Context: an optimization exercise on an open-source flow, tuned for small area and a short achievable clock period. The choices shown serve that exercise and are no tape-out recipe.
Only simulation tests tie the RTL to the original design; equivalence was not proved.
No activity file was given, so power comes from the tool's default toggle rates.

## bfp_dot_product
module bfp_dot_product (
    input  logic                    i_clk,
    input  logic                    i_reset_n,
    input  logic                    i_valid,
    input  logic [(8 + 16 * (3 + 1))-1:0] i_act,
    input  logic [(8 + 16 * (3 + 1))-1:0] i_weight,
    output logic                    o_valid,
    output logic [(1 + 8 + 23)-1:0]        o_result
);
    logic        v1, v2;
    logic [90:0] s1_r;
    logic [8:0] s1_exp;
    logic [16:0] cut;
    logic [16:0] s2_cut;
    logic [9:0]  s2_e0;
    logic [20:0] res;
    logic [20:0] s3_res;
    always_ff @(posedge i_clk or negedge i_reset_n) begin
        if (!i_reset_n) begin
            v1      <= 1'b0;
            v2      <= 1'b0;
            o_valid <= 1'b0;
        end else begin
            v1      <= i_valid;
            v2      <= v1;
            o_valid <= v2;
        end
    end
    bfp_product_array bfp_product_array_inst (
        .i_clk    (i_clk),
        .i_act    (i_act),
        .i_weight (i_weight),
        .o_r      (s1_r),
        .o_exp    (s1_exp)
    );
    bfp_adder_tree bfp_adder_tree_inst (
        .i_r      (s1_r),
        .o_cut   (cut)
    );
    always_ff @(posedge i_clk) begin
        s2_cut <= cut;
        s2_e0  <= {1'b0, s1_exp} - 10'd6;
    end
    fp_normalize fp_normalize_inst (
        .i_cut (s2_cut),
        .i_e0  (s2_e0),
        .o_res (res)
    );
    always_ff @(posedge i_clk) begin
        s3_res <= res;
    end
    logic kill, killf, inf;
    assign kill     = s3_res[20];
    assign killf    = s3_res[19];       
    assign inf      = s3_res[18];
    assign o_result = {s3_res[17] & ~kill,
                       (s3_res[16:9] | {8{inf}}) & ~{8{kill}},
                       s3_res[8:0] & ~{9{killf}},
                       14'h0};
endmodule
Size: ~1400 cells after synthesis, about 150 flip-flops, ~180 I/O pins, about 12000 um2 of cells after synthesis.
Settings: LEC_CHECK=0, CAP_MARGIN=20, CORE_MARGIN=2, CORE_UTILIZATION=40, SLEW_MARGIN=20; clock period 10.5 ns.
standard.sh (not shown) runs the stock make flow with config.mk's settings and CLKGATE_MAP_FILE= SYNTH_SCRIPT=/design/flow/synth_recipe.tcl, a recipe that flattens the netlist after the stock synthesis.
==> flow/flow/run.sh <==
#!/bin/bash
# Own layout flow: the standard ORFS flow, with these changes in how the layout is made:
#  - the port buffers are sky130_fd_sc_hd__buf_1 cells (buffer_ports picks a delay cell otherwise);
#  - synthesis skips the generic ABC pass inside Yosys's synth (SYNTH_ARGS=-noabc), so the
#    full adders are extracted from the design's own gates (fewer inverters); the script
#    is still synth_recipe.tcl, so registers keep their names and cell types;
#  - timing repair aims for extra setup slack (SETUP_SLACK_MARGIN), only on the worst endpoints.
# The clock period and constraints are the standard flow's, unchanged.
set -euo pipefail
export BUFFER_PORTS_ARGS="-buffer_cell sky130_fd_sc_hd__buf_1"
export SYNTH_ARGS="-noabc"
export SETUP_SLACK_MARGIN=7.0
export TNS_END_PERCENT=${TNS:-5}
export ABC_AREA=1
export CTS_ARGS="-sink_clustering_enable -repair_clock_nets -dont_use_dummy_load"
bash standard.sh > standard.log 2>&1
The first run went through all stages and came out clean.
Next try:
--- a/flow/flow/run.sh
+++ b/flow/flow/run.sh
@@ -5,5 +5,7 @@
 #    full adders are extracted from the design's own gates (fewer inverters); the script
 #    is still synth_recipe.tcl, so registers keep their names and cell types;
-#  - timing repair aims for extra setup slack (SETUP_SLACK_MARGIN), only on the worst endpoints.
+#  - timing repair aims for extra setup slack (SETUP_SLACK_MARGIN), only on the worst endpoints;
+#  - ABC maps for area (ABC_AREA=1), leaving speed to the timing repair;
+#  - clock tree synthesis inserts no dummy loads (CTS_ARGS, otherwise ORFS's own arguments).
 # The clock period and constraints are the standard flow's, unchanged.
 set -euo pipefail
After rerunning:
- core utilization is unchanged
- worst setup slack does not change
- clock-buffer cell count is unchanged
- total power does not change
- sequential share of layout area is unchanged


Setup of job 101:
Another version of the RTL of bfp_dot_product (not shown whole).
For scale: roughly 180 I/O pins, ~15000 µm² of cells after synthesis.
Settings: LEC_CHECK=0, CAP_MARGIN=20, CORE_MARGIN=2, CORE_UTILIZATION=40, SLEW_MARGIN=20; clock period 10.5 ns.
==> flow/flow/run.sh <==
#!/bin/bash
# Own layout flow: the standard ORFS flow, with these changes in how the layout is made:
#  - the port buffers are sky130_fd_sc_hd__buf_1 cells (buffer_ports picks a delay cell otherwise);
#  - synthesis skips the generic ABC pass inside Yosys's synth (SYNTH_ARGS=-noabc), so the
#    full adders are extracted from the design's own gates (fewer inverters); the script
#    is still synth_recipe.tcl, so registers keep their names and cell types;
#  - timing repair aims for extra setup slack (SETUP_SLACK_MARGIN), only on the worst endpoints.
# The clock period and constraints are the standard flow's, unchanged.
set -euo pipefail
export BUFFER_PORTS_ARGS="-buffer_cell sky130_fd_sc_hd__buf_1"
export SYNTH_ARGS="-noabc"
export SETUP_SLACK_MARGIN=${MARGIN:-7.2}
export TNS_END_PERCENT=${TNS:-5}
bash standard.sh > standard.log 2>&1
Edits applied to the flow inputs when going from job 101 to job 102:
==> flow/flow/run.sh <==
#!/bin/bash
# Own layout flow: the standard ORFS flow, with two changes in how the layout is made:
#  - the port buffers are sky130_fd_sc_hd__buf_1 cells (buffer_ports picks a delay cell otherwise);
#  - timing repair aims for extra setup slack (SETUP_SLACK_MARGIN), only on the worst endpoints.
# The clock period and constraints are the standard flow's, unchanged.
set -euo pipefail
export BUFFER_PORTS_ARGS="-buffer_cell sky130_fd_sc_hd__buf_1"
export SETUP_SLACK_MARGIN=${MARGIN:-7.2}
export TNS_END_PERCENT=${TNS:-5}
bash standard.sh > standard.log 2>&1
Notes after the runs:
- The standard cell with the maximum stage delay on the critical path comes out sky130_fd_sc_hd__or4b_4 in one run and sky130_fd_sc_hd__or4_4 in the other, namely in job 102 and job 101 respectively.
- For job 101, the top routing layer in use was met5, unlike job 102, where it was met4.
- Job 102: full flow OK, the timing, design-rule and antenna checks passed
- Summary of job 102 over job 101: utilization comparable, proportion of power drawn by the clock network now smaller, fraction of power spent switching nets now larger.
- Delta (job 102 minus job 101): power in the clock group dropped about 6.5%, synthesized area climbed 5.9%.

[static timing again, ports no longer ideal]
No port has a modelled driver above. Below, the same layouts with a new extraction and two added sets of constraints.
Step 1 sets driving cells, clkbuf_16 on the clock port and buf_2 on the other inputs (assumed; they add their load-dependent delay and slew).
Step 2 adds t to the input delays and takes it off the output delays; t is the mean of the earliest and latest rising clock arrival at the registers after step 1. Input paths then give back, and output paths get back, about the clock's delay inside the block.
Three values: ideal ports, drivers, drivers and shift; two values: the first two.
run	shift t [ns]	slack for setup (ns)	clock arrival spread, ns	worst register clock-pin slew, ns	worst data-port slew with drivers (ns)
the first run of note 1	0.463	7.046 / 7.069 / 6.606	0.028 / 0.028	0.07 / 0.07	0.04
the second run of note 1	0.463	7.046 / 7.069 / 6.606	0.028 / 0.028	0.07 / 0.07	0.04
job 101	0.487	6.884 / 6.884 / 6.757	0.024 / 0.024	0.09 / 0.09	0.07
job 102	0.491	6.882 / 6.882 / 6.771	0.013 / 0.013	0.08 / 0.08	0.06
After both steps setup and hold are still met in every run listed.
